Background: an optimization exercise with open tools, aiming at small area. Do not read the settings as production practice. The RTL was checked by simulation tests, not by an equivalence proof against the original design.

**run.sh**
```bash
#!/bin/bash
# synth_recipe.tcl (not shown) runs the flow's synth.tcl, then flattens the netlist and writes it again
# the make line also repeats each setting of config.mk as NAME=value (left out here)
make -C /OpenROAD-flow-scripts/flow DESIGN_CONFIG=/design/flow/config.mk WORK_HOME=/design/flow/orfs CLKGATE_MAP_FILE= SYNTH_SCRIPT=/design/flow/synth_recipe.tcl finish
```
**config.mk**
```make
export PLATFORM = sky130hd
export DESIGN_NAME = clockSyncTop
export DESIGN_NICKNAME = clockSyncTop
export VERILOG_FILES = /design/flow/design.v
export SDC_FILE = /design/flow/constraint.sdc
export NUM_CORES = 4
export LEC_CHECK = 0
export CAP_MARGIN = 20
export CORE_MARGIN = 2
export CORE_UTILIZATION = 40
export PLACE_DENSITY = 0.6
export SLEW_MARGIN = 20
```
**constraint.sdc**
```tcl
create_clock -name core_clock -period 10.0 [get_ports {clk}]
set_input_delay 2.0000 -clock core_clock [delete_from_list [all_inputs] [get_ports {clk}]]
set_output_delay 2.0000 -clock core_clock [all_outputs]
set_load 0.01 [all_outputs]
```
**design.v**
```verilog
package syncPkg;
    localparam int dacWidth = 16;
    localparam int scaleShift = 8;
    localparam int unlockCount = 20;
    typedef logic signed [dacWidth-1:0] dacValue_t;
    typedef logic signed [dacWidth+scaleShift-1:0] dacScaled_t;
    typedef logic signed [23:0] phaseError_t;
    typedef enum logic [2:0] {
        initialize,
        awaitHwPps,
        awaitLateHwPps,
        computeAction,
        awaitMultiply,
        awaitAccumulate,
        applyDelta,
        awaitDacIdle
    } pllState_t;
endpackage
package csrPkg;
    typedef struct packed {
        logic pllEnable;
        logic pllDisable;
        logic dacLoad;
        logic [12:0] reserved;
        logic signed [15:0] dacValue;
    } csrCommand_t;
    typedef struct packed {
        logic locked;
        logic enabled;
        logic hwPpsValid;
        logic primaryValid;
        logic secondaryValid;
        logic [2:0] pllState;
        logic signed [23:0] phaseError;
    } syncStatus_t;
endpackage
`timescale 1ns/100ps
module ppsQualifier #(
    parameter int clkRate = 100_000_000,
    parameter int debounceTicks = 200,
    parameter int toleranceTicks = 20_000
) (
    input  logic clk,
    input  logic rstN,
    input  logic ppsAsync,
    output logic ppsStrobe,
    output logic ppsValid
);
    localparam int fastReload = clkRate - toleranceTicks - 1;
    localparam int slowReload = clkRate + toleranceTicks;
    localparam int intervalWidth = $clog2(slowReload + 1);
    localparam int debounceWidth = $clog2(debounceTicks + 1);
    logic ppsMeta;
    logic ppsSync;
    logic ppsDelayed;
    logic [debounceWidth-1:0] debounceCount;
    logic [intervalWidth-1:0] tooFastCount;
    logic [intervalWidth-1:0] tooSlowCount;
    logic risingEdge;
    logic debounceDone;
    logic tooFast;
    logic tooSlow;
    assign risingEdge = ppsSync && !ppsDelayed;
    assign debounceDone = (debounceCount == '0);
    assign tooFast = (tooFastCount != '0);
    assign tooSlow = (tooSlowCount == '0);
    always_ff @(posedge clk or negedge rstN) begin
        if (!rstN) begin
            ppsMeta <= 1'b0;
            ppsSync <= 1'b0;
            ppsDelayed <= 1'b0;
            debounceCount <= debounceWidth'(debounceTicks);
            tooFastCount <= '0;
            tooSlowCount <= '0;
            ppsStrobe <= 1'b0;
            ppsValid <= 1'b0;
        end else begin
            ppsMeta <= ppsAsync;
            ppsSync <= ppsMeta;
            ppsDelayed <= ppsSync;
            ppsStrobe <= 1'b0;
            if (ppsSync) begin
                debounceCount <= debounceWidth'(debounceTicks);
            end else if (!debounceDone) begin
                debounceCount <= debounceCount - 1'b1;
            end
            if (risingEdge && debounceDone) begin
                if (!tooFast && !tooSlow) begin
                    ppsStrobe <= 1'b1;
                    ppsValid <= 1'b1;
                end else begin
                    ppsValid <= 1'b0;
                end
                tooFastCount <= intervalWidth'(fastReload);
                tooSlowCount <= intervalWidth'(slowReload);
            end else begin
                if (tooFast) begin
                    tooFastCount <= tooFastCount - 1'b1;
                end
                if (tooSlow) begin
                    ppsValid <= 1'b0;
                end else begin
                    tooSlowCount <= tooSlowCount - 1'b1;
                end
            end
        end
    end
endmodule
`timescale 1ns/100ps
module localPpsGen #(
    parameter int clkRate = 100_000_000
) (
    input  logic clk,
    input  logic rstN,
    input  logic hwStrobe,
    input  logic followHw,
    output logic ppsStrobe
);
    localparam int freeReload = clkRate - 1;
    localparam int followReload = clkRate - 2;
    localparam int countWidth = $clog2(clkRate);
    logic [countWidth-1:0] count;
    logic fire;
    assign fire = followHw ? hwStrobe : (count == '0);
    always_ff @(posedge clk or negedge rstN) begin
        if (!rstN) begin
            count <= countWidth'(freeReload);
            ppsStrobe <= 1'b0;
        end else begin
            ppsStrobe <= fire;
            if (fire) begin
                count <= followHw ? countWidth'(followReload) : countWidth'(freeReload);
            end else if (count != '0) begin
                count <= count - 1'b1;
            end
        end
    end
endmodule
`timescale 1ns/100ps
module csrRegs (
    input  logic clk,
    input  logic rstN,
    input  logic csrStrobe,
    input  csrPkg::csrCommand_t command,
    output logic pllEnable,
    output logic dacLoad,
    output syncPkg::dacValue_t dacLoadValue
);
    always_ff @(posedge clk or negedge rstN) begin
        if (!rstN) begin
            pllEnable <= 1'b0;
            dacLoad <= 1'b0;
        end else begin
            dacLoad <= csrStrobe && command.dacLoad;
            if (csrStrobe) begin
                if (command.pllDisable) begin
                    pllEnable <= 1'b0;
                end else if (command.pllEnable) begin
                    pllEnable <= 1'b1;
                end
            end
        end
    end
    always_ff @(posedge clk) begin
        if (csrStrobe && command.dacLoad) begin
            dacLoadValue <= command.dacValue;
        end
    end
endmodule
`timescale 1ns/100ps
import syncPkg::*;
module pllController #(
    parameter int detectRange = 3_000,
    parameter int dacCountsPerHz = 35
) (
    input  logic clk,
    input  logic rstN,
    input  logic pllEnable,
    input  logic dacLoad,
    input  logic hwPpsValid,
    input  logic hwStrobe,
    input  logic ppsStrobe,
    input  logic dacBusy,
    input  syncPkg::dacValue_t dacLoadValue,
    output logic followHw,
    output logic locked,
    output logic dacStrobe,
    output syncPkg::dacValue_t dacValue,
    output syncPkg::phaseError_t phaseError,
    output syncPkg::pllState_t pllState
);
    localparam int gateWidth = $clog2(detectRange + 1);
    localparam int unlockWidth = $clog2(unlockCount + 1);
    localparam int wideWidth = 24 + $clog2(dacCountsPerHz + 1) + 2;
    localparam int fastKpShift = scaleShift - 1;
    localparam int fastKiShift = scaleShift - 2;
    localparam int slowKpShift = scaleShift - 4;
    localparam int slowKiShift = scaleShift - 8;
    localparam logic signed [wideWidth-1:0] countsPerHz = wideWidth'(dacCountsPerHz);
    localparam logic signed [wideWidth-1:0] scaledMax =
        (2 ** (dacWidth - 1) - 1) * (2 ** scaleShift);
    localparam logic signed [wideWidth-1:0] scaledMin =
        -(2 ** (dacWidth - 1)) * (2 ** scaleShift);
    logic [gateWidth-1:0] earlyCount;
    logic [gateWidth-1:0] lateCount;
    logic [unlockWidth-1:0] unlockCounter;
    logic earlyOverflow;
    logic lateOverflow;
    syncPkg::phaseError_t phaseErrorOld;
    syncPkg::phaseError_t errorStep;
    syncPkg::phaseError_t hzDelta;
    logic signed [wideWidth-1:0] dacDelta;
    logic signed [wideWidth-1:0] nextScaled;
    syncPkg::dacScaled_t dacScaled;
    assign earlyOverflow = (earlyCount == gateWidth'(detectRange));
    assign lateOverflow = (lateCount == gateWidth'(detectRange));
    assign errorStep = phaseError - phaseErrorOld;
    assign locked = (unlockCounter == '0);
    assign followHw = (pllState == initialize);
    assign dacValue = dacScaled[scaleShift +: dacWidth];
    always_ff @(posedge clk) begin
        if (pllState == computeAction) begin
            if (locked) begin
                hzDelta <= (errorStep <<< slowKpShift) + (phaseError <<< slowKiShift);
            end else begin
                hzDelta <= (errorStep <<< fastKpShift) + (phaseError <<< fastKiShift);
            end
        end
        if (pllState == awaitMultiply) begin
            dacDelta <= hzDelta * countsPerHz;
        end
        if (pllState == awaitAccumulate) begin
            nextScaled <= dacDelta + dacScaled;
        end
    end
    always_ff @(posedge clk or negedge rstN) begin
        if (!rstN) begin
            pllState <= initialize;
            phaseError <= '0;
            phaseErrorOld <= '0;
            earlyCount <= gateWidth'(detectRange);
            lateCount <= '0;
            unlockCounter <= unlockWidth'(unlockCount);
            dacScaled <= '0;
            dacStrobe <= 1'b0;
        end else begin
            dacStrobe <= 1'b0;
            case (pllState)
                initialize: begin
                    phaseError <= '0;
                    phaseErrorOld <= '0;
                    earlyCount <= gateWidth'(detectRange);
                    unlockCounter <= unlockWidth'(unlockCount);
                    if (pllEnable && hwPpsValid && hwStrobe) begin
                        pllState <= awaitHwPps;
                    end else if (dacLoad) begin
                        dacScaled <= {dacLoadValue, {scaleShift{1'b0}}};
                        dacStrobe <= 1'b1;
                    end
                end
                awaitHwPps: begin
                    lateCount <= gateWidth'(1);
                    if (ppsStrobe) begin
                        earlyCount <= gateWidth'(1);
                    end else if (!earlyOverflow) begin
                        earlyCount <= earlyCount + 1'b1;
                    end
                    if (!pllEnable || !hwPpsValid) begin
                        pllState <= initialize;
                    end else if (hwStrobe) begin
                        if (ppsStrobe) begin
                            phaseError <= '0;
                            pllState <= computeAction;
                        end else if (!earlyOverflow) begin
                            phaseError <= -(24'(earlyCount));
                            pllState <= computeAction;
                        end else begin
                            pllState <= awaitLateHwPps;
                        end
                    end
                end
                awaitLateHwPps: begin
                    lateCount <= lateCount + 1'b1;
                    if (!pllEnable || !hwPpsValid) begin
                        pllState <= initialize;
                    end else if (ppsStrobe) begin
                        phaseError <= 24'(lateCount);
                        pllState <= computeAction;
                    end else if (lateOverflow) begin
                        pllState <= initialize;
                    end
                end
                computeAction: begin
                    phaseErrorOld <= phaseError;
                    earlyCount <= gateWidth'(detectRange);
                    pllState <= awaitMultiply;
                end
                awaitMultiply: begin
                    pllState <= awaitAccumulate;
                end
                awaitAccumulate: begin
                    pllState <= applyDelta;
                end
                applyDelta: begin
                    if (nextScaled > scaledMax) begin
                        dacScaled <= 24'(scaledMax);
                    end else if (nextScaled < scaledMin) begin
                        dacScaled <= 24'(scaledMin);
                    end else begin
                        dacScaled <= 24'(nextScaled);
                    end
                    if (!locked) begin
                        unlockCounter <= unlockCounter - 1'b1;
                    end
                    dacStrobe <= 1'b1;
                    pllState <= awaitDacIdle;
                end
                awaitDacIdle: begin
                    if (!dacStrobe && !dacBusy) begin
                        pllState <= awaitHwPps;
                    end
                end
                default: begin
                    pllState <= initialize;
                end
            endcase
        end
    end
endmodule
`timescale 1ns/100ps
import syncPkg::*;
module dacSpiWriter #(
    parameter int spiHalfTicks = 2
) (
    input  logic clk,
    input  logic rstN,
    input  logic dacStrobe,
    input  logic offsetBinary,
    input  syncPkg::dacValue_t dacValue,
    output logic SPI_CLK,
    output logic SPI_SYNCn,
    output logic SPI_SDI,
    output logic dacBusy
);
    localparam int frameWidth = 24;
    localparam int halfWidth = $clog2(spiHalfTicks + 2);
    localparam int bitWidth = $clog2(frameWidth + 1);
    typedef enum logic [1:0] {
        spiIdle,
        spiTransfer,
        spiFinish
    } spiState_t;
    spiState_t spiState;
    logic [halfWidth-1:0] halfCount;
    logic [bitWidth-1:0] bitCount;
    logic [frameWidth-1:0] shiftReg;
    syncPkg::dacValue_t sendValue;
    logic halfDone;
    assign sendValue = dacValue ^ {offsetBinary, {(dacWidth - 1){1'b0}}};
    assign halfDone = (halfCount == '0);
    assign SPI_SDI = shiftReg[frameWidth-1];
    always_ff @(posedge clk or negedge rstN) begin
        if (!rstN) begin
            spiState <= spiIdle;
            halfCount <= halfWidth'(spiHalfTicks);
            bitCount <= '0;
            shiftReg <= '0;
            SPI_CLK <= 1'b1;
            SPI_SYNCn <= 1'b1;
            dacBusy <= 1'b0;
        end else begin
            if ((spiState == spiIdle) || halfDone) begin
                halfCount <= halfWidth'(spiHalfTicks);
            end else begin
                halfCount <= halfCount - 1'b1;
            end
            case (spiState)
                spiIdle: begin
                    bitCount <= bitWidth'(frameWidth);
                    if (dacStrobe) begin
                        dacBusy <= 1'b1;
                        SPI_SYNCn <= 1'b0;
                        shiftReg <= {{(frameWidth - dacWidth){1'b0}}, sendValue};
                        spiState <= spiTransfer;
                    end
                end
                spiTransfer: begin
                    if (halfDone) begin
                        if (SPI_CLK) begin
                            if (bitCount == '0) begin
                                SPI_SYNCn <= 1'b1;
                                spiState <= spiFinish;
                            end else begin
                                SPI_CLK <= 1'b0;
                                bitCount <= bitCount - 1'b1;
                            end
                        end else begin
                            SPI_CLK <= 1'b1;
                            shiftReg <= shiftReg << 1;
                        end
                    end
                end
                spiFinish: begin
                    if (halfDone) begin
                        dacBusy <= 1'b0;
                        spiState <= spiIdle;
                    end
                end
                default: begin
                    spiState <= spiIdle;
                end
            endcase
        end
    end
endmodule
`timescale 1ns/100ps
import syncPkg::*;
module clockSyncTop #(
    parameter int clkRate = 50_000,
    parameter int debounceTicks = 200,
    parameter int toleranceTicks = 1_000,
    parameter int detectRange = 3_000,
    parameter int dacCountsPerHz = 35,
    parameter int spiHalfTicks = 2
) (
    input  logic clk,
    input  logic rstN,
    input  logic csrStrobe,
    input  logic ppsPrimary,
    input  logic ppsSecondary,
    input  logic offsetBinary,
    input  csrPkg::csrCommand_t command,
    output csrPkg::syncStatus_t status,
    output syncPkg::dacValue_t dacReadback,
    output logic ppsStrobe,
    output logic SPI_CLK,
    output logic SPI_SYNCn,
    output logic SPI_SDI
);
    logic primaryStrobe;
    logic primaryValid;
    logic secondaryStrobe;
    logic secondaryValid;
    logic hwStrobe;
    logic hwPpsValid;
    logic pllEnable;
    logic dacLoad;
    syncPkg::dacValue_t dacLoadValue;
    logic followHw;
    logic locked;
    logic dacStrobe;
    logic dacBusy;
    syncPkg::dacValue_t dacValue;
    syncPkg::phaseError_t phaseError;
    syncPkg::pllState_t pllState;
    ppsQualifier #(
        .clkRate(clkRate),
        .debounceTicks(debounceTicks),
        .toleranceTicks(toleranceTicks)
    ) u_primaryQualifier (
        .clk(clk),
        .rstN(rstN),
        .ppsAsync(ppsPrimary),
        .ppsStrobe(primaryStrobe),
        .ppsValid(primaryValid)
    );
    ppsQualifier #(
        .clkRate(clkRate),
        .debounceTicks(debounceTicks),
        .toleranceTicks(toleranceTicks)
    ) u_secondaryQualifier (
        .clk(clk),
        .rstN(rstN),
        .ppsAsync(ppsSecondary),
        .ppsStrobe(secondaryStrobe),
        .ppsValid(secondaryValid)
    );
    assign hwStrobe = primaryValid ? primaryStrobe : secondaryStrobe;
    always_ff @(posedge clk or negedge rstN) begin
        if (!rstN) begin
            hwPpsValid <= 1'b0;
        end else begin
            hwPpsValid <= primaryValid || secondaryValid;
        end
    end
    localPpsGen #(
        .clkRate(clkRate)
    ) u_localPpsGen (
        .clk(clk),
        .rstN(rstN),
        .hwStrobe(hwStrobe),
        .followHw(followHw),
        .ppsStrobe(ppsStrobe)
    );
    csrRegs u_csrRegs (
        .clk(clk),
        .rstN(rstN),
        .csrStrobe(csrStrobe),
        .command(command),
        .pllEnable(pllEnable),
        .dacLoad(dacLoad),
        .dacLoadValue(dacLoadValue)
    );
    pllController #(
        .detectRange(detectRange),
        .dacCountsPerHz(dacCountsPerHz)
    ) u_pllController (
        .clk(clk),
        .rstN(rstN),
        .pllEnable(pllEnable),
        .dacLoad(dacLoad),
        .hwPpsValid(hwPpsValid),
        .hwStrobe(hwStrobe),
        .ppsStrobe(ppsStrobe),
        .dacBusy(dacBusy),
        .dacLoadValue(dacLoadValue),
        .followHw(followHw),
        .locked(locked),
        .dacStrobe(dacStrobe),
        .dacValue(dacValue),
        .phaseError(phaseError),
        .pllState(pllState)
    );
    dacSpiWriter #(
        .spiHalfTicks(spiHalfTicks)
    ) u_dacSpiWriter (
        .clk(clk),
        .rstN(rstN),
        .dacStrobe(dacStrobe),
        .offsetBinary(offsetBinary),
        .dacValue(dacValue),
        .SPI_CLK(SPI_CLK),
        .SPI_SYNCn(SPI_SYNCn),
        .SPI_SDI(SPI_SDI),
        .dacBusy(dacBusy)
    );
    assign dacReadback = dacValue;
    always_comb begin
        status.locked = locked;
        status.enabled = pllEnable;
        status.hwPpsValid = hwPpsValid;
        status.primaryValid = primaryValid;
        status.secondaryValid = secondaryValid;
        status.pllState = pllState;
        status.phaseError = phaseError;
    end
endmodule
```
==> flow_metrics.env, run 1 <==
export IMPL_arrival_ns=2.88
export IMPL_vias=15800
export IMPL_clock_path_buffers=3
export IMPL_synth_cells=2223
export IMPL_synth_async_reset_ratio_pct=70.2
export IMPL_worstSetupStartpointType="flip-flop"
export IMPL_globalRouteOverflowTotal=0
export IMPL_grt_pass1_vias=15800
export IMPL_end_kind="output port"
export IMPL_synth_xor_area_share_pct=6.86
export IMPL_ys_seq_elements=346
export IMPL_core_area_mm2=0.0535
export IMPL_synth_top_area_share_pct=25.1
export IMPL_required_ns=8.00
export IMPL_cp_common_cell="inv_1"
export IMPL_dieArea_mm2=0.0557
export IMPL_hold_violations=0
export IMPL_path_class="flip-flop to output port"
export IMPL_grt_util_all_layers_pct=16.3
export IMPL_drtAntennaViolNets=0
export IMPL_initial_core_util_pct=40.3
export IMPL_cts_setup_buffers=0
export IMPL_cts_made_buffers=39
export IMPL_skew_ns=0.0148
export IMPL_cpMaxStageDelayCell="clkdlybuf4s50_1"
export IMPL_clk_insertion_delay_late_ns=0.56
export IMPL_cts_max_level=2
export IMPL_slowest_delay_ns=0.65
export IMPL_crit_path_cell_trace="inv_1 -> ha_1 -> nand2_1 -> or2_2 -> inv_1 -> clkdlybuf4s50_1"
export IMPL_area_growth_pct=12.2
export IMPL_worst_pin_slew_ns=1.05
export IMPL_num_fill_cells=4948
export IMPL_gp_congestion=0.826
export IMPL_yosys_top_cells_area="dfrtp_1, edfxtp_1, ha_1"
export IMPL_cts_tree="done"
export IMPL_period_share_pct=48.8
export IMPL_period_minus_slack_ns=4.88
export IMPL_synth_fa_ha_area_share_pct=13.1
export IMPL_die_w_um=236
export IMPL_dpl_cell_area_mm2=0.0229
export IMPL_multi_input_area_mm2=0.0112
export IMPL_grt_max_degree=113
export IMPL_critPathMaxFanout=26
export IMPL_synth_warnings=6
export IMPL_synthFlopType="dfrtp_1"
export IMPL_synth_compound_area_share_pct=14.9
export IMPL_rows=85
export IMPL_diodes=0
export IMPL_regArea_mm2=0.00921
export IMPL_synth_avg_cell_area_um2=9.69
export IMPL_synthMuxAreaShare_pct=1.58
export IMPL_fin_setup_tns_ns=0
export IMPL_dr_pass1_iters=5
export IMPL_slew_headroom_pct=30.2
export IMPL_dp_hpwl_um=33000
export IMPL_wire_per_inst_um=15.0
export IMPL_syn_nets=2470
export IMPL_max_cap_violations=0
export IMPL_cts_sinks=346
export IMPL_ys_seq_area_share_pct=42.8
export IMPL_synth_top_family_by_area="simple AND/OR/NAND/NOR gates"
export IMPL_drv_slew=0
export IMPL_ys_types=79
export IMPL_drc=0
export IMPL_outcome="finished clean"
export IMPL_drt_total_wl_um=44900
export IMPL_die_h_um=236
export IMPL_rsz0062_at_grt="false"
export IMPL_synth_edf_count=103
export IMPL_synthSimpleGateAreaFrac_pct=15.5
export IMPL_antenna_found_initial=0
export IMPL_cts_hold_buf=0
export IMPL_fin_nets=2516
export IMPL_finalInstanceArea_mm2=0.0242
export IMPL_yosysTopAreaCell="dfrtp_1"
export IMPL_viasPerCell=5.28
export IMPL_drt_iter0_drc=833
export IMPL_max_freq_mhz=205
export IMPL_cts_resized=0
export IMPL_netlist_area_mm2=0.0215
export IMPL_port_buffers=76
export IMPL_drive_gt1_share_pct=5.83
export IMPL_grt_pass1_wl_um=76000
export IMPL_r2r_slack_ns=5.16
export IMPL_hp_class="flip-flop to flip-flop"
export IMPL_cts_root_buf="clkbuf_16"
export IMPL_path_clk_slew_ns=0.06
export IMPL_ioPinCount=90
export IMPL_setup_viol=0
-- metrics by stage --
step | hold WS, ns | utilization (%) | setup slack (ns) | cells
2_1_floorplan | 0.331 | - | 5.78 | 2223
3_3_place_gp | 0.336 | 42.7 | 5.29 | 2923
3_5_place_dp | 0.337 | 42.7 | 5.19 | 2923
4_1_cts | 0.351 | 45.1 | 5.06 | 2994
5_1_grt | 0.347 | 45.2 | 4.79 | 2995
6_report | 0.345 | 45.2 | 5.12 | 2995
-- cell type report --
class / count / share of cell area [%]
Clock inverter: 18 / 0.694
Clock buffer: 53 / 4.60
Inverter: 190 / 2.95
Sequential cell: 346 / 38.1
Tap cell: 696 / 3.60
Timing Repair Buffer: 88 / 3.57
Multi-Input combinational cell: 1604 / 46.5
-- cells in the final DEF, fill, tap and decap left out, types with 13 or more instances in the layout --
| cell type | netlist | final |
|---|---|---|
| dfrtp_1 | 216 | 216 |
| nand2_1 | 192 | 192 |
| inv_1 | 189 | 189 |
| ha_1 | 181 | 181 |
| o21ai_0 | 171 | 169 |
| nor2_1 | 169 | 166 |
| a21oi_1 | 121 | 121 |
| xnor2_1 | 112 | 112 |
| edfxtp_1 | 103 | 103 |
| clkdlybuf4s50_1 | 0 | 75 |
| nor3_1 | 71 | 70 |
| xor2_1 | 54 | 54 |
| a21o_1 | 48 | 48 |
| nand3_1 | 46 | 46 |
| clkbuf_16 | 0 | 41 |
| mux2i_1 | 34 | 34 |
| nor4_1 | 31 | 31 |
| fa_1 | 28 | 28 |
| dfstp_2 | 27 | 27 |
| or3_1 | 26 | 26 |
| nand2b_1 | 23 | 23 |
| nand4_1 | 21 | 21 |
| and3_1 | 19 | 19 |
| a22o_1 | 19 | 19 |
| o211ai_1 | 17 | 17 |
| a211oi_1 | 17 | 17 |
| o21a_1 | 17 | 17 |
| nor2b_1 | 15 | 15 |
| a31oi_1 | 16 | 15 |
| and2_1 | 14 | 14 |
| a221oi_1 | 13 | 13 |
-- critical path: cells and delay by family (launching register included) --
| family | cells | cell delay (ns) |
|---|---|---|
| adder cells (fa/ha/maj) | 1 | 0.15 |
| flip-flops | 1 | 0.40 |
| AND/OR/NAND/NOR | 2 | 0.54 |
| buffers and inverters | 3 | 1.22 |
-- layer usage --
| layer | up-vias | GRT usage [%] | part of all wire (%) | routed length (µm) |
|---|---|---|---|---|
| met3 | 74 | 2.82 | 4.1 | 1850 |
| met1 | 7561 | 21.5 | 48 | 21500 |
| li1 | 7948 | - | - | - |
| met2 | 235 | 27.1 | 46 | 20600 |
| met4 | 0 | 5.25 | 2.2 | 998 |
| met5 | - | 0 | 0 | 0 |
-- state kept, by name, summed over array words and instances (netlist names), 2 cells and up --
register	count
u_csrRegs.dacLoadValue	16
u_dacSpiWriter.bitCount	5
u_dacSpiWriter.halfCount	2
u_dacSpiWriter.shiftReg	24
u_dacSpiWriter.spiState	2
u_localPpsGen.count	16
u_pllController.dacDelta	31
u_pllController.dacScaled	24
u_pllController.earlyCount	12
u_pllController.hzDelta	24
u_pllController.lateCount	12
u_pllController.nextScaled	32
u_pllController.phaseError	20
u_pllController.phaseErrorOld	20
u_pllController.pllState	3
u_pllController.unlockCounter	5
u_primaryQualifier.debounceCount	8
u_primaryQualifier.tooFastCount	16
u_primaryQualifier.tooSlowCount	16
u_secondaryQualifier.debounceCount	8
u_secondaryQualifier.tooFastCount	16
u_secondaryQualifier.tooSlowCount	16
-- cell usage after synthesis (5+ instances only) --
cell / n
dfrtp_1: 216
nand2_1: 192
inv_1: 189
ha_1: 181
o21ai_0: 171
nor2_1: 169
a21oi_1: 121
xnor2_1: 112
edfxtp_1: 103
nor3_1: 71
xor2_1: 54
clkbuf_1: 52
a21o_1: 48
nand3_1: 46
mux2i_1: 34
nor4_1: 31
fa_1: 28
dfstp_2: 27
or3_1: 26
buf_4: 25
nand2b_1: 23
nand4_1: 21
a22o_1: 19
and3_1: 19
a211oi_1: 17
o211ai_1: 17
o21a_1: 17
a31oi_1: 16
nor2b_1: 15
and2_1: 14
a221oi_1: 13
o21bai_1: 10
o22a_1: 8
o31ai_1: 8
a41oi_1: 7
nand3b_1: 7
nor3b_1: 7
or4_1: 7
a31o_2: 6
or2_2: 6
or3b_2: 5
-- final timing paths --
path / from / end / cells past startpoint
min reg2reg: u_secondaryQualifier.ppsMeta / u_secondaryQualifier.ppsSync / 0
max reg2reg: u_pllController.phaseError[0] / u_pllController.hzDelta[23] / 19
max: u_pllController.unlockCounter[0] / status[31] / 6
max in group asynchronous: rstN / u_pllController.phaseErrorOld[19] / 2
min: u_secondaryQualifier.ppsMeta / u_secondaryQualifier.ppsSync / 0
min in group asynchronous: rstN / u_primaryQualifier.debounceCount[4] / 1
-- logic make-up (layout without fill, tap and decap cells) --
group,after synthesis,count (layout)
XOR/XNOR,167,167
multiplexers,34,34
flip-flops,346,346
buffers and inverters,273,349
AND/OR/NAND/NOR,682,682
adder cells (fa/ha/maj),209,209
AO/OA/AOI/OAI,512,512
==> run 2: changes to the inputs <==
--- a/design.v
+++ b/design.v
@@ -50,2 +50,3 @@
     localparam int slowReload = clkRate + toleranceTicks;
+    localparam int fastGap = slowReload - fastReload;
     localparam int intervalWidth = $clog2(slowReload + 1);
@@ -56,4 +57,3 @@
     logic [debounceWidth-1:0] debounceCount;
-    logic [intervalWidth-1:0] tooFastCount;
-    logic [intervalWidth-1:0] tooSlowCount;
+    logic [intervalWidth-1:0] slowCount;
     logic risingEdge;
@@ -62,6 +62,8 @@
     logic tooSlow;
+    logic accept;
     assign risingEdge = ppsSync && !ppsDelayed;
     assign debounceDone = (debounceCount == '0);
-    assign tooFast = (tooFastCount != '0);
-    assign tooSlow = (tooSlowCount == '0);
+    assign tooFast = (slowCount > intervalWidth'(fastGap));
+    assign tooSlow = (slowCount == '0);
+    assign accept = risingEdge && debounceDone;
     always_ff @(posedge clk or negedge rstN) begin
@@ -72,4 +74,3 @@
             debounceCount <= debounceWidth'(debounceTicks);
-            tooFastCount <= '0;
-            tooSlowCount <= '0;
+            slowCount <= '0;
             ppsStrobe <= 1'b0;
@@ -80,3 +81,3 @@
             ppsDelayed <= ppsSync;
-            ppsStrobe <= 1'b0;
+            ppsStrobe <= accept && !tooFast && !tooSlow;
             if (ppsSync) begin
@@ -86,20 +87,9 @@
             end
-            if (risingEdge && debounceDone) begin
-                if (!tooFast && !tooSlow) begin
-                    ppsStrobe <= 1'b1;
-                    ppsValid <= 1'b1;
-                end else begin
-                    ppsValid <= 1'b0;
-                end
-                tooFastCount <= intervalWidth'(fastReload);
-                tooSlowCount <= intervalWidth'(slowReload);
+            if (accept) begin
+                ppsValid <= !tooFast && !tooSlow;
+                slowCount <= intervalWidth'(slowReload);
+            end else if (tooSlow) begin
+                ppsValid <= 1'b0;
             end else begin
-                if (tooFast) begin
-                    tooFastCount <= tooFastCount - 1'b1;
-                end
-                if (tooSlow) begin
-                    ppsValid <= 1'b0;
-                end else begin
-                    tooSlowCount <= tooSlowCount - 1'b1;
-                end
+                slowCount <= slowCount - 1'b1;
             end
@@ -193,3 +183,7 @@
     localparam int unlockWidth = $clog2(unlockCount + 1);
-    localparam int wideWidth = 24 + $clog2(dacCountsPerHz + 1) + 2;
+    localparam int errWidth = gateWidth + 1;
+    localparam int stepWidth = errWidth + 1;
+    localparam int baseWidth = stepWidth + 5;
+    localparam int mulWidth = baseWidth + 6;
+    localparam int wideWidth = stepWidth + 1 + 6 + 6 + 1;
     localparam int fastKpShift = scaleShift - 1;
@@ -203,10 +197,10 @@
         -(2 ** (dacWidth - 1)) * (2 ** scaleShift);
-    logic [gateWidth-1:0] earlyCount;
-    logic [gateWidth-1:0] lateCount;
+    logic [gateWidth-1:0] gateCount;
     logic [unlockWidth-1:0] unlockCounter;
-    logic earlyOverflow;
-    logic lateOverflow;
-    syncPkg::phaseError_t phaseErrorOld;
-    syncPkg::phaseError_t errorStep;
-    syncPkg::phaseError_t hzDelta;
+    logic gateOverflow;
+    logic signed [errWidth-1:0] phaseErr;
+    logic signed [errWidth-1:0] phaseErrOld;
+    logic signed [stepWidth-1:0] errorStep;
+    logic signed [baseWidth-1:0] hzBase;
+    logic signed [mulWidth-1:0] hz35;
     logic signed [wideWidth-1:0] dacDelta;
@@ -214,5 +208,4 @@
     syncPkg::dacScaled_t dacScaled;
-    assign earlyOverflow = (earlyCount == gateWidth'(detectRange));
-    assign lateOverflow = (lateCount == gateWidth'(detectRange));
-    assign errorStep = phaseError - phaseErrorOld;
+    logic running;
+    assign gateOverflow = (gateCount == gateWidth'(detectRange));
     assign locked = (unlockCounter == '0);
@@ -220,15 +213,39 @@
     assign dacValue = dacScaled[scaleShift +: dacWidth];
-    always_ff @(posedge clk) begin
-        if (pllState == computeAction) begin
-            if (locked) begin
-                hzDelta <= (errorStep <<< slowKpShift) + (phaseError <<< slowKiShift);
-            end else begin
-                hzDelta <= (errorStep <<< fastKpShift) + (phaseError <<< fastKiShift);
-            end
+    assign phaseError = 24'(phaseErr);
+    assign running = pllEnable && hwPpsValid;
+    assign errorStep = stepWidth'(phaseErr) - stepWidth'(phaseErrOld);
+    always_comb begin
+        if (locked) begin
+            hzBase = (baseWidth'(errorStep) <<< (slowKpShift - slowKiShift)) + baseWidth'(phaseErr);
+        end else begin
+            hzBase = (baseWidth'(errorStep) <<< (fastKpShift - fastKiShift)) + baseWidth'(phaseErr);
         end
-        if (pllState == awaitMultiply) begin
-            dacDelta <= hzDelta * countsPerHz;
+        hz35 = (mulWidth'(hzBase) <<< 5) + (mulWidth'(hzBase) <<< 1) + mulWidth'(hzBase);
+        if (locked) begin
+            dacDelta = wideWidth'(hz35) <<< slowKiShift;
+        end else begin
+            dacDelta = wideWidth'(hz35) <<< fastKiShift;
         end
-        if (pllState == awaitAccumulate) begin
-            nextScaled <= dacDelta + dacScaled;
+        nextScaled = dacDelta + wideWidth'(dacScaled);
+    end
+    always_ff @(posedge clk) begin
+        case (pllState)
+            awaitHwPps: begin
+                if (ppsStrobe || (gateOverflow && hwStrobe)) begin
+                    gateCount <= gateWidth'(1);
+                end else if (!gateOverflow) begin
+                    gateCount <= gateCount + 1'b1;
+                end
+            end
+            awaitLateHwPps: begin
+                gateCount <= gateCount + 1'b1;
+            end
+            default: begin
+                gateCount <= gateWidth'(detectRange);
+            end
+        endcase
+        if (pllState == initialize) begin
+            phaseErrOld <= '0;
+        end else if (pllState == applyDelta) begin
+            phaseErrOld <= phaseErr;
         end
@@ -238,6 +255,3 @@
             pllState <= initialize;
-            phaseError <= '0;
-            phaseErrorOld <= '0;
-            earlyCount <= gateWidth'(detectRange);
-            lateCount <= '0;
+            phaseErr <= '0;
             unlockCounter <= unlockWidth'(unlockCount);
@@ -249,7 +263,5 @@
                 initialize: begin
-                    phaseError <= '0;
-                    phaseErrorOld <= '0;
-                    earlyCount <= gateWidth'(detectRange);
+                    phaseErr <= '0;
                     unlockCounter <= unlockWidth'(unlockCount);
-                    if (pllEnable && hwPpsValid && hwStrobe) begin
+                    if (running && hwStrobe) begin
                         pllState <= awaitHwPps;
@@ -261,9 +273,3 @@
                 awaitHwPps: begin
-                    lateCount <= gateWidth'(1);
-                    if (ppsStrobe) begin
-                        earlyCount <= gateWidth'(1);
-                    end else if (!earlyOverflow) begin
-                        earlyCount <= earlyCount + 1'b1;
-                    end
-                    if (!pllEnable || !hwPpsValid) begin
+                    if (!running) begin
                         pllState <= initialize;
@@ -271,6 +277,6 @@
                         if (ppsStrobe) begin
-                            phaseError <= '0;
+                            phaseErr <= '0;
                             pllState <= computeAction;
-                        end else if (!earlyOverflow) begin
-                            phaseError <= -(24'(earlyCount));
+                        end else if (!gateOverflow) begin
+                            phaseErr <= -(errWidth'(gateCount));
                             pllState <= computeAction;
@@ -282,9 +288,8 @@
                 awaitLateHwPps: begin
-                    lateCount <= lateCount + 1'b1;
-                    if (!pllEnable || !hwPpsValid) begin
+                    if (!running) begin
                         pllState <= initialize;
                     end else if (ppsStrobe) begin
-                        phaseError <= 24'(lateCount);
+                        phaseErr <= errWidth'(gateCount);
                         pllState <= computeAction;
-                    end else if (lateOverflow) begin
+                    end else if (gateOverflow) begin
                         pllState <= initialize;
@@ -293,4 +298,2 @@
                 computeAction: begin
-                    phaseErrorOld <= phaseError;
-                    earlyCount <= gateWidth'(detectRange);
                     pllState <= awaitMultiply;
@@ -345,24 +348,35 @@
     localparam int frameWidth = 24;
+    localparam int padWidth = frameWidth - dacWidth;
     localparam int halfWidth = $clog2(spiHalfTicks + 2);
     localparam int bitWidth = $clog2(frameWidth + 1);
-    typedef enum logic [1:0] {
-        spiIdle,
-        spiTransfer,
-        spiFinish
-    } spiState_t;
-    spiState_t spiState;
+    logic transfer;
     logic [halfWidth-1:0] halfCount;
     logic [bitWidth-1:0] bitCount;
-    logic [frameWidth-1:0] shiftReg;
-    syncPkg::dacValue_t sendValue;
+    syncPkg::dacValue_t shiftReg;
     logic halfDone;
-    assign sendValue = dacValue ^ {offsetBinary, {(dacWidth - 1){1'b0}}};
+    logic dataPhase;
     assign halfDone = (halfCount == '0);
-    assign SPI_SDI = shiftReg[frameWidth-1];
+    assign transfer = !SPI_SYNCn;
+    assign dataPhase = SPI_CLK ? (bitCount <= bitWidth'(dacWidth))
+                               : (bitCount < bitWidth'(dacWidth));
+    assign SPI_SDI = transfer && dataPhase && shiftReg[dacWidth-1];
+    always_ff @(posedge clk) begin
+        if (!dacBusy || halfDone) begin
+            halfCount <= halfWidth'(spiHalfTicks);
+        end else begin
+            halfCount <= halfCount - 1'b1;
+        end
+        if (!dacBusy) begin
+            bitCount <= bitWidth'(frameWidth);
+            shiftReg <= dacValue ^ {offsetBinary, {(dacWidth - 1){1'b0}}};
+        end else if (transfer && halfDone) begin
+            if (SPI_CLK) begin
+                bitCount <= bitCount - 1'b1;
+            end else if (bitCount < bitWidth'(dacWidth)) begin
+                shiftReg <= shiftReg << 1;
+            end
+        end
+    end
     always_ff @(posedge clk or negedge rstN) begin
         if (!rstN) begin
-            spiState <= spiIdle;
-            halfCount <= halfWidth'(spiHalfTicks);
-            bitCount <= '0;
-            shiftReg <= '0;
             SPI_CLK <= 1'b1;
@@ -371,43 +385,22 @@
         end else begin
-            if ((spiState == spiIdle) || halfDone) begin
-                halfCount <= halfWidth'(spiHalfTicks);
-            end else begin
-                halfCount <= halfCount - 1'b1;
-            end
-            case (spiState)
-                spiIdle: begin
-                    bitCount <= bitWidth'(frameWidth);
-                    if (dacStrobe) begin
-                        dacBusy <= 1'b1;
-                        SPI_SYNCn <= 1'b0;
-                        shiftReg <= {{(frameWidth - dacWidth){1'b0}}, sendValue};
-                        spiState <= spiTransfer;
-                    end
-                end
-                spiTransfer: begin
-                    if (halfDone) begin
-                        if (SPI_CLK) begin
-                            if (bitCount == '0) begin
-                                SPI_SYNCn <= 1'b1;
-                                spiState <= spiFinish;
-                            end else begin
-                                SPI_CLK <= 1'b0;
-                                bitCount <= bitCount - 1'b1;
-                            end
+            if (!dacBusy) begin
+                if (dacStrobe) begin
+                    dacBusy <= 1'b1;
+                    SPI_SYNCn <= 1'b0;
+                end
+            end else if (transfer) begin
+                if (halfDone) begin
+                    if (SPI_CLK) begin
+                        if (bitCount == '0) begin
+                            SPI_SYNCn <= 1'b1;
                         end else begin
-                            SPI_CLK <= 1'b1;
-                            shiftReg <= shiftReg << 1;
+                            SPI_CLK <= 1'b0;
                         end
+                    end else begin
+                        SPI_CLK <= 1'b1;
                     end
                 end
-                spiFinish: begin
-                    if (halfDone) begin
-                        dacBusy <= 1'b0;
-                        spiState <= spiIdle;
-                    end
-                end
-                default: begin
-                    spiState <= spiIdle;
-                end
-            endcase
+            end else if (halfDone) begin
+                dacBusy <= 1'b0;
+            end
         end
==> run 2 against run 1 <==
  * Count of clock-buffer cells in the layout is 34 lower
  * Sequential share of layout area is 7.3 points lower
  * Routed wire length is 29% lower
  * Still clean
  * Largest cell class unchanged
  * Synthesized cell count is 27% lower
  * Critical path type is now flip-flop to flip-flop
==> flow_metrics.env, run 2 <==
export IMPL_grtUsageMet2_pct=29.0
export IMPL_layout_cells_most_common="nand2_1"
export IMPL_grt_met3_usage_pct=2.27
export IMPL_yosys_top_cells_count="nand2_1, nor2_1, o21ai_0"
export IMPL_ys_types=89
export IMPL_antenna_found_initial=0
export IMPL_vias=11400
export IMPL_fin_setup_tns_ns=0
export IMPL_die_w_um=193
export IMPL_cts_tree="done"
export IMPL_rsz0062_at_grt="false"
export IMPL_hp_class="flip-flop to flip-flop"
export IMPL_ys_seq_area_share_pct=34.3
export IMPL_cp_common_cell="o21ai_0"
export IMPL_cts_sinks=191
export IMPL_dr_pass1_iters=5
export IMPL_synthFlopType="dfrtp_1"
export IMPL_dieArea_mm2=0.0374
export IMPL_diodes=0
export IMPL_num_fill_cells=3438
export IMPL_critPathMaxFanout=23
export IMPL_path_clk_slew_ns=0.07
export IMPL_synth_avg_cell_area_um2=8.89
export IMPL_end_kind="flip-flop"
export IMPL_skew_ns=0.0128
export IMPL_slew_headroom_pct=32.0
export IMPL_yosysTopAreaCell="dfrtp_1"
export IMPL_grt_max_degree=78
export IMPL_globalRouteOverflowTotal=0
export IMPL_synth_async_reset_ratio_pct=66.5
export IMPL_drc=0
export IMPL_synthMuxAreaShare_pct=1.45
export IMPL_required_ns=10.32
export IMPL_synthSimpleGateAreaFrac_pct=18.5
export IMPL_grt_pass1_wl_um=54600
export IMPL_syn_nets=1782
export IMPL_max_freq_mhz=109
export IMPL_area_growth_pct=11.2
export IMPL_cts_max_level=4
export IMPL_grt_util_all_layers_pct=17.4
export IMPL_slowest_delay_ns=0.55
export IMPL_drt_total_wl_um=32100
export IMPL_netlist_area_mm2=0.0144
export IMPL_grt_pass1_vias=11000
export IMPL_largest_reg_flops=24
export IMPL_ioPinCount=90
export IMPL_hold_violations=0
export IMPL_outcome="finished clean"
export IMPL_use_met1_pct=23.9
export IMPL_worstSetupStartpointType="flip-flop"
export IMPL_dp_hpwl_um=24200
export IMPL_fin_nets=1801
export IMPL_period_share_pct=91.7
export IMPL_viasPerCell=5.40
export IMPL_regMostFlops="u_pllController.dacScaled"
export IMPL_most_common_layout_cells="nand2_1, nor2_1, o21ai_0"
export IMPL_drt_iter0_drc=561
export IMPL_cts_made_buffers=17
export IMPL_period_minus_slack_ns=9.17
export IMPL_path_class="flip-flop to flip-flop"
export IMPL_clk_insertion_delay_late_ns=0.44
export IMPL_grt_busiest_layer="met2"
export IMPL_synth_xor_area_share_pct=7.86
export IMPL_synth_top_family_by_area="compound AO/OA/AOI/OAI gates"
export IMPL_gp_congestion=0.849
export IMPL_drtAntennaViolNets=0
export IMPL_ys_seq_elements=191
export IMPL_worst_pin_slew_ns=1.02
export IMPL_die_h_um=193
export IMPL_clock_path_buffers=2
export IMPL_synth_fa_ha_area_share_pct=12.1
export IMPL_synth_edf_count=44
export IMPL_drv_slew=0
export IMPL_synth_cells=1616
export IMPL_drive_gt1_share_pct=8.56
export IMPL_wire_per_inst_um=15.2
export IMPL_cpMaxStageDelayCell="fa_1"
export IMPL_initial_core_util_pct=40.5
export IMPL_port_buffers=76
export IMPL_synth_compound_area_share_pct=19.6
export IMPL_cts_root_buf="clkbuf_16"
export IMPL_synth_warnings=6
export IMPL_arrival_ns=9.50
export IMPL_core_area_mm2=0.0355
export IMPL_setup_viol=0
export IMPL_synth_most_common_cell="nand2_1"
export IMPL_yosys_top_cells_area="dfrtp_1, ha_1, edfxtp_1"
export IMPL_rows=69
export IMPL_synth_top_area_share_pct=18.8
export IMPL_max_cap_violations=0
[run 2: cell count changes in the layout (fill, tap and decap cells not counted), moves of 41 or more]
| cell | delta |
|---|---|
| edfxtp_1 | -59 |
| xnor2_1 | -41 |
| dfrtp_1 | -108 |
| a21oi_1 | -45 |
| nand2_1 | -53 |
| ha_1 | -72 |
| o21ai_0 | -43 |
| inv_1 | -89 |
[run 2: timing repair]
action,in CTS,in global routing
resized for setup,0,9
setup buffers,0,2
endpoints found under the setup margin,0,24
hold buffers,0,0
[run 2: logic make-up after synthesis]
group           Yosys count
compound gates          415
xor+xnor                128
fa+ha+maj               128
buf+inv                 192
flops                   191
mux                      19
simple gates            543
[run 2: per-layer routing]
metal	share of wire, %	up-vias
li1	-	5780
met1	48	5438
met2	47	155
met3	3.1	23
met4	1.2	0
met5	0	-
[run 2: final cells by class]
class	instances	area, µm²	share of cell area, %
Tap cell	461	577	3.61
Sequential cell	191	4920	30.8
Inverter	102	384	2.40
Clock buffer	19	453	2.84
Multi-Input combinational cell	1233	8600	53.8
Timing Repair Buffer	90	883	5.53
Clock inverter	13	154	0.964
[run 2: through the flow]
stage,cells,hold WS (ns),utilization (%),cell area (µm²),setup slack (ns)
after floorplan,1616,0.331,-,14400,1.70
after global placement,2074,0.336,43.1,15300,0.662
after detailed placement,2074,0.337,43.1,15300,0.512
after CTS,2106,0.355,44.8,15900,0.438
after global routing,2109,0.363,45.0,16000,0.0728
final,2109,0.352,45.0,16000,0.828
[run 2: worst paths after layout]
| kind | endpoint | startpoint | cells past startpoint | slack [ns] |
|---|---|---|---|---|
| max reg2reg | u_pllController.dacScaled[1] | u_pllController.phaseErr[0] | 42 | 0.83 |
| max in group asynchronous | u_dacSpiWriter.SPI_SYNCn | rstN | 3 | 7.22 |
| min reg2reg | u_secondaryQualifier.ppsSync | u_secondaryQualifier.ppsMeta | 0 | 0.35 |
| max | u_pllController.dacScaled[1] | u_pllController.phaseErr[0] | 42 | 0.83 |
| min | u_secondaryQualifier.ppsSync | u_secondaryQualifier.ppsMeta | 0 | 0.35 |
| min in group asynchronous | u_secondaryQualifier.debounceCount[5] | rstN | 1 | 1.59 |
[run 2: critical path: cells and delay by family, from the launching register on]
family / cells / cell delay (ns)
flops: 1 / 0.34
fa+ha+maj: 6 / 2.29
xor+xnor: 3 / 0.74
buf+inv: 3 / 0.36
simple gates: 14 / 2.48
compound gates: 16 / 2.83
==> run 3: changes to the inputs <==
--- a/design.v
+++ b/design.v
@@ -18,2 +18,33 @@
 endpackage
+module rcAdd #(
+    parameter int W = 8
+) (
+    input  logic [W-1:0] a,
+    input  logic [W-1:0] b,
+    input  logic cin,
+    output logic [W-1:0] sum,
+    output logic cout
+);
+    logic [W:0] carry;
+    assign carry[0] = cin;
+    for (genvar i = 0; i < W; i++) begin : g_bit
+        assign sum[i] = a[i] ^ b[i] ^ carry[i];
+        assign carry[i+1] = (a[i] & b[i]) | (carry[i] & (a[i] ^ b[i]));
+    end
+    assign cout = carry[W];
+endmodule
+module rcInc #(
+    parameter int W = 8
+) (
+    input  logic [W-1:0] a,
+    input  logic cin,
+    output logic [W-1:0] sum
+);
+    logic [W:0] carry;
+    assign carry[0] = cin;
+    for (genvar i = 0; i < W; i++) begin : g_bit
+        assign sum[i] = a[i] ^ carry[i];
+        assign carry[i+1] = a[i] & carry[i];
+    end
+endmodule
 package csrPkg;
@@ -51,3 +82,5 @@
     localparam int fastGap = slowReload - fastReload;
-    localparam int intervalWidth = $clog2(slowReload + 1);
+    localparam int fastBit = $clog2(fastGap + 1);
+    localparam int windowOffset = 2 ** fastBit - (fastGap + 1);
+    localparam int intervalWidth = $clog2(slowReload + windowOffset + 1);
     localparam int debounceWidth = $clog2(debounceTicks + 1);
@@ -57,3 +90,7 @@
     logic [debounceWidth-1:0] debounceCount;
+    logic [debounceWidth-1:0] debounceInv;
+    logic [debounceWidth-1:0] debounceNextInv;
     logic [intervalWidth-1:0] slowCount;
+    logic [intervalWidth-1:0] slowInv;
+    logic [intervalWidth-1:0] slowNextInv;
     logic risingEdge;
@@ -65,5 +102,17 @@
     assign debounceDone = (debounceCount == '0);
-    assign tooFast = (slowCount > intervalWidth'(fastGap));
-    assign tooSlow = (slowCount == '0);
+    assign tooFast = |slowCount[intervalWidth-1:fastBit];
+    assign tooSlow = (slowCount == intervalWidth'(windowOffset));
     assign accept = risingEdge && debounceDone;
+    assign debounceInv = ~debounceCount;
+    rcInc #(.W(debounceWidth)) u_debounceDec (
+        .a(debounceInv),
+        .cin(!debounceDone),
+        .sum(debounceNextInv)
+    );
+    assign slowInv = ~slowCount;
+    rcInc #(.W(intervalWidth)) u_slowDec (
+        .a(slowInv),
+        .cin(!tooSlow),
+        .sum(slowNextInv)
+    );
     always_ff @(posedge clk or negedge rstN) begin
@@ -74,3 +123,3 @@
             debounceCount <= debounceWidth'(debounceTicks);
-            slowCount <= '0;
+            slowCount <= intervalWidth'(windowOffset);
             ppsStrobe <= 1'b0;
@@ -84,4 +133,4 @@
                 debounceCount <= debounceWidth'(debounceTicks);
-            end else if (!debounceDone) begin
-                debounceCount <= debounceCount - 1'b1;
+            end else begin
+                debounceCount <= ~debounceNextInv;
             end
@@ -89,7 +138,8 @@
                 ppsValid <= !tooFast && !tooSlow;
-                slowCount <= intervalWidth'(slowReload);
-            end else if (tooSlow) begin
-                ppsValid <= 1'b0;
+                slowCount <= intervalWidth'(slowReload + windowOffset);
             end else begin
-                slowCount <= slowCount - 1'b1;
+                if (tooSlow) begin
+                    ppsValid <= 1'b0;
+                end
+                slowCount <= ~slowNextInv;
             end
@@ -112,4 +162,14 @@
     logic [countWidth-1:0] count;
+    logic [countWidth-1:0] countInv;
+    logic [countWidth-1:0] countNextInv;
+    logic countDone;
     logic fire;
-    assign fire = followHw ? hwStrobe : (count == '0);
+    assign countDone = (count == '0);
+    assign fire = followHw ? hwStrobe : countDone;
+    assign countInv = ~count;
+    rcInc #(.W(countWidth)) u_countDec (
+        .a(countInv),
+        .cin(!countDone),
+        .sum(countNextInv)
+    );
     always_ff @(posedge clk or negedge rstN) begin
@@ -122,4 +182,4 @@
                 count <= followHw ? countWidth'(followReload) : countWidth'(freeReload);
-            end else if (count != '0) begin
-                count <= count - 1'b1;
+            end else begin
+                count <= ~countNextInv;
             end
@@ -154,5 +214,3 @@
     always_ff @(posedge clk) begin
-        if (csrStrobe && command.dacLoad) begin
-            dacLoadValue <= command.dacValue;
-        end
+        dacLoadValue <= command.dacValue;
     end
@@ -185,5 +243,2 @@
     localparam int stepWidth = errWidth + 1;
-    localparam int baseWidth = stepWidth + 5;
-    localparam int mulWidth = baseWidth + 6;
-    localparam int wideWidth = stepWidth + 1 + 6 + 6 + 1;
     localparam int fastKpShift = scaleShift - 1;
@@ -192,9 +247,15 @@
     localparam int slowKiShift = scaleShift - 8;
-    localparam logic signed [wideWidth-1:0] countsPerHz = wideWidth'(dacCountsPerHz);
-    localparam logic signed [wideWidth-1:0] scaledMax =
-        (2 ** (dacWidth - 1) - 1) * (2 ** scaleShift);
-    localparam logic signed [wideWidth-1:0] scaledMin =
-        -(2 ** (dacWidth - 1)) * (2 ** scaleShift);
+    localparam int slowStep = slowKpShift - slowKiShift;
+    localparam int fastStep = fastKpShift - fastKiShift;
+    localparam int baseWidth = stepWidth + slowStep;
+    localparam int triWidth = baseWidth + 2;
+    localparam int mulWidth = baseWidth + 5;
+    localparam int sumWidth = 27;
+    localparam int lowWidth = scaleShift;
+    localparam int highWidth = sumWidth - lowWidth;
     logic [gateWidth-1:0] gateCount;
+    logic [gateWidth-1:0] gateNext;
+    logic [errWidth-1:0] gateNeg;
     logic [unlockWidth-1:0] unlockCounter;
+    logic [unlockWidth-1:0] unlockNext;
     logic gateOverflow;
@@ -202,7 +263,2 @@
     logic signed [errWidth-1:0] phaseErrOld;
-    logic signed [stepWidth-1:0] errorStep;
-    logic signed [baseWidth-1:0] hzBase;
-    logic signed [mulWidth-1:0] hz35;
-    logic signed [wideWidth-1:0] dacDelta;
-    logic signed [wideWidth-1:0] nextScaled;
     syncPkg::dacScaled_t dacScaled;
@@ -215,16 +271,112 @@
     assign running = pllEnable && hwPpsValid;
-    assign errorStep = stepWidth'(phaseErr) - stepWidth'(phaseErrOld);
-    always_comb begin
-        if (locked) begin
-            hzBase = (baseWidth'(errorStep) <<< (slowKpShift - slowKiShift)) + baseWidth'(phaseErr);
-        end else begin
-            hzBase = (baseWidth'(errorStep) <<< (fastKpShift - fastKiShift)) + baseWidth'(phaseErr);
-        end
-        hz35 = (mulWidth'(hzBase) <<< 5) + (mulWidth'(hzBase) <<< 1) + mulWidth'(hzBase);
-        if (locked) begin
-            dacDelta = wideWidth'(hz35) <<< slowKiShift;
-        end else begin
-            dacDelta = wideWidth'(hz35) <<< fastKiShift;
-        end
-        nextScaled = dacDelta + wideWidth'(dacScaled);
+    logic [errWidth-1:0] gateInv;
+    assign gateInv = ~{1'b0, gateCount};
+    rcInc #(.W(gateWidth)) u_gateInc (.a(gateCount), .cin(1'b1), .sum(gateNext));
+    rcInc #(.W(errWidth)) u_gateNeg (.a(gateInv), .cin(1'b1), .sum(gateNeg));
+    logic [unlockWidth-1:0] unlockNextN;
+    logic [unlockWidth-1:0] unlockInv;
+    assign unlockInv = ~unlockCounter;
+    rcInc #(.W(unlockWidth)) u_unlockDec (.a(unlockInv), .cin(1'b1), .sum(unlockNextN));
+    assign unlockNext = ~unlockNextN;
+    logic signed [stepWidth-1:0] errorStep;
+    logic [baseWidth-1:0] stepShifted;
+    logic [baseWidth-1:0] baseNow;
+    logic [baseWidth-1:1] baseReg;
+    logic signed [baseWidth-1:0] base;
+    logic [triWidth-1:0] triNow;
+    logic [triWidth-1:1] triReg;
+    logic signed [triWidth-1:0] tri3;
+    logic signed [mulWidth-1:0] mul;
+    logic signed [dacWidth-1:0] dacHigh;
+    logic [lowWidth-1:0] mulLow;
+    logic [lowWidth-1:0] sumLow;
+    logic sumLowCarry;
+    logic lowCarryReg;
+    logic [highWidth-1:0] mulHigh;
+    logic [highWidth-1:0] mulHighReg;
+    logic [highWidth-1:0] sumHigh;
+    logic [sumWidth-1:0] nextScaled;
+    logic overMax;
+    logic underMin;
+    logic [stepWidth-1:0] stepA;
+    logic [stepWidth-1:0] stepB;
+    logic [baseWidth-2:0] baseA;
+    logic [baseWidth-2:0] baseB;
+    logic [triWidth-2:0] triA;
+    logic [triWidth-2:0] triB;
+    logic [mulWidth-6:0] mulA;
+    logic [mulWidth-6:0] mulB;
+    logic [highWidth-1:0] highA;
+    assign stepA = stepWidth'(phaseErr);
+    assign stepB = ~(stepWidth'(phaseErrOld));
+    rcAdd #(.W(stepWidth)) u_step (
+        .a(stepA),
+        .b(stepB),
+        .cin(1'b1),
+        .sum(errorStep),
+        .cout()
+    );
+    assign stepShifted = locked ? (baseWidth'(errorStep) << slowStep)
+                                : (baseWidth'(errorStep) << fastStep);
+    assign baseA = stepShifted[baseWidth-1:1];
+    assign baseB = (baseWidth - 1)'(baseWidth'(phaseErr) >> 1);
+    rcAdd #(.W(baseWidth - 1)) u_base (
+        .a(baseA),
+        .b(baseB),
+        .cin(1'b0),
+        .sum(baseNow[baseWidth-1:1]),
+        .cout()
+    );
+    assign baseNow[0] = phaseErr[0];
+    assign base = {baseReg, phaseErr[0]};
+    assign triA = (triWidth - 1)'(triWidth'(base) >> 1);
+    assign triB = (triWidth - 1)'(base);
+    rcAdd #(.W(triWidth - 1)) u_tri (
+        .a(triA),
+        .b(triB),
+        .cin(1'b0),
+        .sum(triNow[triWidth-1:1]),
+        .cout()
+    );
+    assign triNow[0] = base[0];
+    assign tri3 = {triReg, phaseErr[0]};
+    assign mulA = (mulWidth - 5)'(mulWidth'(tri3) >> 5);
+    assign mulB = (mulWidth - 5)'(base);
+    rcAdd #(.W(mulWidth - 5)) u_mul (
+        .a(mulA),
+        .b(mulB),
+        .cin(1'b0),
+        .sum(mul[mulWidth-1:5]),
+        .cout()
+    );
+    assign mul[4:0] = tri3[4:0];
+    assign mulLow = locked ? mul[lowWidth-1:0] : (lowWidth'(mul) << fastKiShift);
+    assign mulHigh = locked ? highWidth'(sumWidth'(mul) >> lowWidth)
+                            : highWidth'(mul >> (lowWidth - fastKiShift));
+    rcAdd #(.W(lowWidth)) u_sumLow (
+        .a(dacScaled[lowWidth-1:0]),
+        .b(mulLow),
+        .cin(1'b0),
+        .sum(sumLow),
+        .cout(sumLowCarry)
+    );
+    assign dacHigh = dacScaled[23:lowWidth];
+    assign highA = highWidth'(dacHigh);
+    rcAdd #(.W(highWidth)) u_sumHigh (
+        .a(highA),
+        .b(mulHighReg),
+        .cin(lowCarryReg),
+        .sum(sumHigh),
+        .cout()
+    );
+    assign nextScaled = {sumHigh, dacScaled[lowWidth-1:0]};
+    assign overMax = !nextScaled[sumWidth-1] &&
+        ((|nextScaled[sumWidth-2:23]) ||
+         ((&nextScaled[22:scaleShift]) && (|nextScaled[scaleShift-1:0])));
+    assign underMin = nextScaled[sumWidth-1] && !(&nextScaled[sumWidth-2:23]);
+    always_ff @(posedge clk) begin
+        baseReg <= baseNow[baseWidth-1:1];
+        triReg <= triNow[triWidth-1:1];
+        mulHighReg <= mulHigh;
+        lowCarryReg <= sumLowCarry;
     end
@@ -236,3 +388,3 @@
                 end else if (!gateOverflow) begin
-                    gateCount <= gateCount + 1'b1;
+                    gateCount <= gateNext;
                 end
@@ -240,3 +392,3 @@
             awaitLateHwPps: begin
-                gateCount <= gateCount + 1'b1;
+                gateCount <= gateNext;
             end
@@ -280,3 +432,3 @@
                         end else if (!gateOverflow) begin
-                            phaseErr <= -(errWidth'(gateCount));
+                            phaseErr <= gateNeg;
                             pllState <= computeAction;
@@ -304,2 +456,3 @@
                 awaitAccumulate: begin
+                    dacScaled[lowWidth-1:0] <= sumLow;
                     pllState <= applyDelta;
@@ -307,11 +460,11 @@
                 applyDelta: begin
-                    if (nextScaled > scaledMax) begin
-                        dacScaled <= 24'(scaledMax);
-                    end else if (nextScaled < scaledMin) begin
-                        dacScaled <= 24'(scaledMin);
+                    if (overMax) begin
+                        dacScaled <= {1'b0, {(dacWidth - 1){1'b1}}, {scaleShift{1'b0}}};
+                    end else if (underMin) begin
+                        dacScaled <= {1'b1, {(dacWidth - 1){1'b0}}, {scaleShift{1'b0}}};
                     end else begin
-                        dacScaled <= 24'(nextScaled);
+                        dacScaled <= nextScaled[23:0];
                     end
                     if (!locked) begin
-                        unlockCounter <= unlockCounter - 1'b1;
+                        unlockCounter <= unlockNext;
                     end
==> run 3 against run 2 <==
  * Sequential share of layout area increased by 9.8 points
  * Clock skew down 0.0030 ns
  * Core utilization rose by 2.2 points
  * Non-clock buffer count decreased by 5
  * Maximum frequency up 2.4%
  * Final area down 9.2%
==> flow_metrics.env, run 3 <==
export IMPL_outcome="finished clean"
export IMPL_port_buffers=76
export IMPL_netlist_area_mm2=0.0125
export IMPL_synth_warnings=6
export IMPL_period_minus_slack_ns=8.96
export IMPL_ys_seq_elements=247
export IMPL_worstSetupStartpointType="flip-flop"
export IMPL_dieArea_mm2=0.0328
export IMPL_path_class="flip-flop to flip-flop"
export IMPL_dr_pass1_iters=5
export IMPL_drive_gt1_share_pct=8.55
export IMPL_period_share_pct=89.6
export IMPL_critPathMaxFanout=13
export IMPL_r2r_slack_ns=1.04
export IMPL_slew_headroom_pct=34.8
export IMPL_synth_top_family_by_area="adder cells"
export IMPL_arrival_ns=9.35
export IMPL_reg_largest_list="u_pllController.dacScaled: 24 flops, u_pllController.mulHighReg: 19 flops, u_pllController.triReg: 19 flops"
export IMPL_end_kind="flip-flop"
export IMPL_max_cap_violations=0
export IMPL_fin_setup_tns_ns=0
export IMPL_cts_made_buffers=29
export IMPL_synth_top_area_share_pct=20.0
export IMPL_rsz0062_at_grt="false"
export IMPL_rows=64
export IMPL_drc=0
export IMPL_max_freq_mhz=112
export IMPL_gp_congestion=0.769
export IMPL_whs_ns=0.348
export IMPL_synth_avg_cell_area_um2=11.0
export IMPL_vias=7600
export IMPL_path_clk_slew_ns=0.06
export IMPL_fin_ws_ns=1.04
export IMPL_yosys_top_cells_count="inv_1, nand2_1, dfrtp_1"
export IMPL_regMostFlops="u_pllController.dacScaled"
export IMPL_setup_viol=0
export IMPL_core_area_mm2=0.0307
export IMPL_grt_pass1_vias=7983
export IMPL_worst_pin_slew_ns=0.976
export IMPL_synth_cells=1137
export IMPL_diodes=0
export IMPL_grt_util_all_layers_pct=14.9
export IMPL_yosysTopAreaCell="dfrtp_1"
export IMPL_synthMuxAreaShare_pct=3.40
export IMPL_ys_types=58
export IMPL_cts_tree="done"
export IMPL_die_w_um=181
export IMPL_hold_violations=0
export IMPL_clk_insertion_delay_late_ns=0.55
export IMPL_multi_input_area_mm2=0.00555
export IMPL_cts_hold_buf=0
export IMPL_clock_path_buffers=3
export IMPL_syn_nets=1349
export IMPL_regArea_mm2=0.00589
export IMPL_viasPerCell=4.75
export IMPL_largest_reg_flops=24
export IMPL_most_common_layout_cells="inv_1, nand2_1, dfrtp_1"
export IMPL_synthFlopType="dfrtp_1"
export IMPL_layout_cells_most_common="inv_1"
export IMPL_cts_sinks=247
export IMPL_wire_per_inst_um=14.4
export IMPL_cts_max_level=1
export IMPL_grt_pass1_wl_um=40200
export IMPL_synth_compound_area_share_pct=6.76
export IMPL_drt_total_wl_um=23100
export IMPL_initial_core_util_pct=40.8
export IMPL_grt_max_degree=69
export IMPL_ioPinCount=90
export IMPL_drtAntennaViolNets=0
export IMPL_ys_seq_area_share_pct=47.0
export IMPL_drv_slew=0
export IMPL_synth_xor_area_share_pct=1.12
export IMPL_cts_root_buf="clkbuf_16"
export IMPL_synth_most_common_cell="inv_1"
export IMPL_drt_iter0_drc=376
export IMPL_synth_fa_ha_area_share_pct=22.4
export IMPL_pre_cts_ws_ns=1.01
export IMPL_skew_ns=0.00979
export IMPL_synthSimpleGateAreaFrac_pct=10.5
export IMPL_cts_setup_buffers=0
export IMPL_yosys_top_cells_area="dfrtp_1, dfxtp_1, fa_1"
export IMPL_fin_nets=1394
export IMPL_hp_class="flip-flop to flip-flop"
export IMPL_dp_hpwl_um=16600
export IMPL_synth_edf_count=28
export IMPL_cts_resized=0
export IMPL_antenna_found_initial=0
export IMPL_die_h_um=181
export IMPL_area_growth_pct=15.7
export IMPL_synth_async_reset_ratio_pct=51.4
export IMPL_num_fill_cells=2854
export IMPL_required_ns=10.39
export IMPL_globalRouteOverflowTotal=0
==> run 3: area by class of cell <==
cell class,count,share of cell area (%)
Sequential cell,247,40.6
Multi-Input combinational cell,639,38.3
Timing Repair Buffer,85,5.69
Clock inverter,12,1.22
Tap cell,396,3.42
Clock buffer,42,6.12
Inverter,180,4.66
==> run 3: through the flow <==
stage               instance area (µm²)  std cells  util, %
floorplan                         12500       1137        -
global placement                  13400       1547     43.7
detailed placement                13400       1547     43.7
CTS                               14500       1601     47.2
global route                      14500       1601     47.2
finish                            14500       1601     47.2
==> run 3: critical path, cell delays in order, from the launching register on <==
cell and delay (ns):
dfrtp_1 0.42, fa_1 0.21, inv_1 0.06, fa_1 0.44
fa_1 0.43, fa_1 0.44, fa_1 0.43, fa_1 0.44
fa_1 0.43, fa_1 0.42, fa_1 0.42, fa_1 0.43
fa_1 0.42, fa_1 0.42, fa_1 0.39, inv_1 0.08
fa_1 0.19, fa_1 0.16, inv_1 0.05, fa_1 0.41
fa_1 0.43, fa_1 0.42, xnor2_1 0.42, nor2_1 0.18
nand2_1 0.41, o221ai_1 0.22
==> run 3: per-layer routing <==
layer | track usage (%) | routed length (µm) | vias up
li1 | - | - | 3757
met1 | 21.0 | 11000 | 3678
met2 | 24.4 | 10700 | 133
met3 | 2.12 | 930 | 32
met4 | 3.64 | 444 | 0
met5 | 0 | 0 | -
==> run 3: final timing paths <==
kind / from / end / cells past startpoint
setup / recovery: u_pllController.dacScaled[8] / u_pllController.dacScaled[20] / 25
hold / removal: u_secondaryQualifier.ppsMeta / u_secondaryQualifier.ppsSync / 0
setup reg to reg: u_pllController.dacScaled[8] / u_pllController.dacScaled[20] / 25
hold reg to reg: u_secondaryQualifier.ppsMeta / u_secondaryQualifier.ppsSync / 0
max in group asynchronous: rstN / u_pllController.dacScaled[14] / 2
min in group asynchronous: rstN / u_secondaryQualifier.ppsSync / 1
==> run 3: logic make-up after synthesis <==
kind of cell             after synthesis
AO/OA/AOI/OAI                        129
AND/OR/NAND/NOR                      278
flip-flops                           247
XOR/XNOR                              16
buffers and inverters                251
adder cells (fa/ha/maj)              174
multiplexers                          42

## re-timing with driven ports
The flow's constraints put no driver on any port. The routed layouts listed below were extracted and timed again, unchanged, in two steps. Step 1: set_driving_cell puts a clkbuf_16 on clk and a buf_2 on each other input, an assumption about the parent block. Step 2, shift: input delay + t, output delay - t, t = (earliest + latest rising clock arrival at the registers) / 2. This alone moves slack from input paths to output paths. a / b / c = ideal ports / drivers / drivers and shift; a / b = the first two.
run | shift t [ns] | slack for setup (ns) | worst setup path at the end | worst register clock-pin slew, ns | worst data-port slew with drivers (ns)
run 1 | 0.615 | 5.121 / 5.061 / 5.165 | register to register | 0.06 / 0.06 | 0.05
run 2 | 0.488 | 0.828 / 0.828 / 0.828 | register to register | 0.08 / 0.08 | 0.03
run 3 | 0.597 | 1.040 / 1.040 / 1.040 | register to register | 0.06 / 0.06 | 0.04
After both steps every run listed still meets setup and hold.
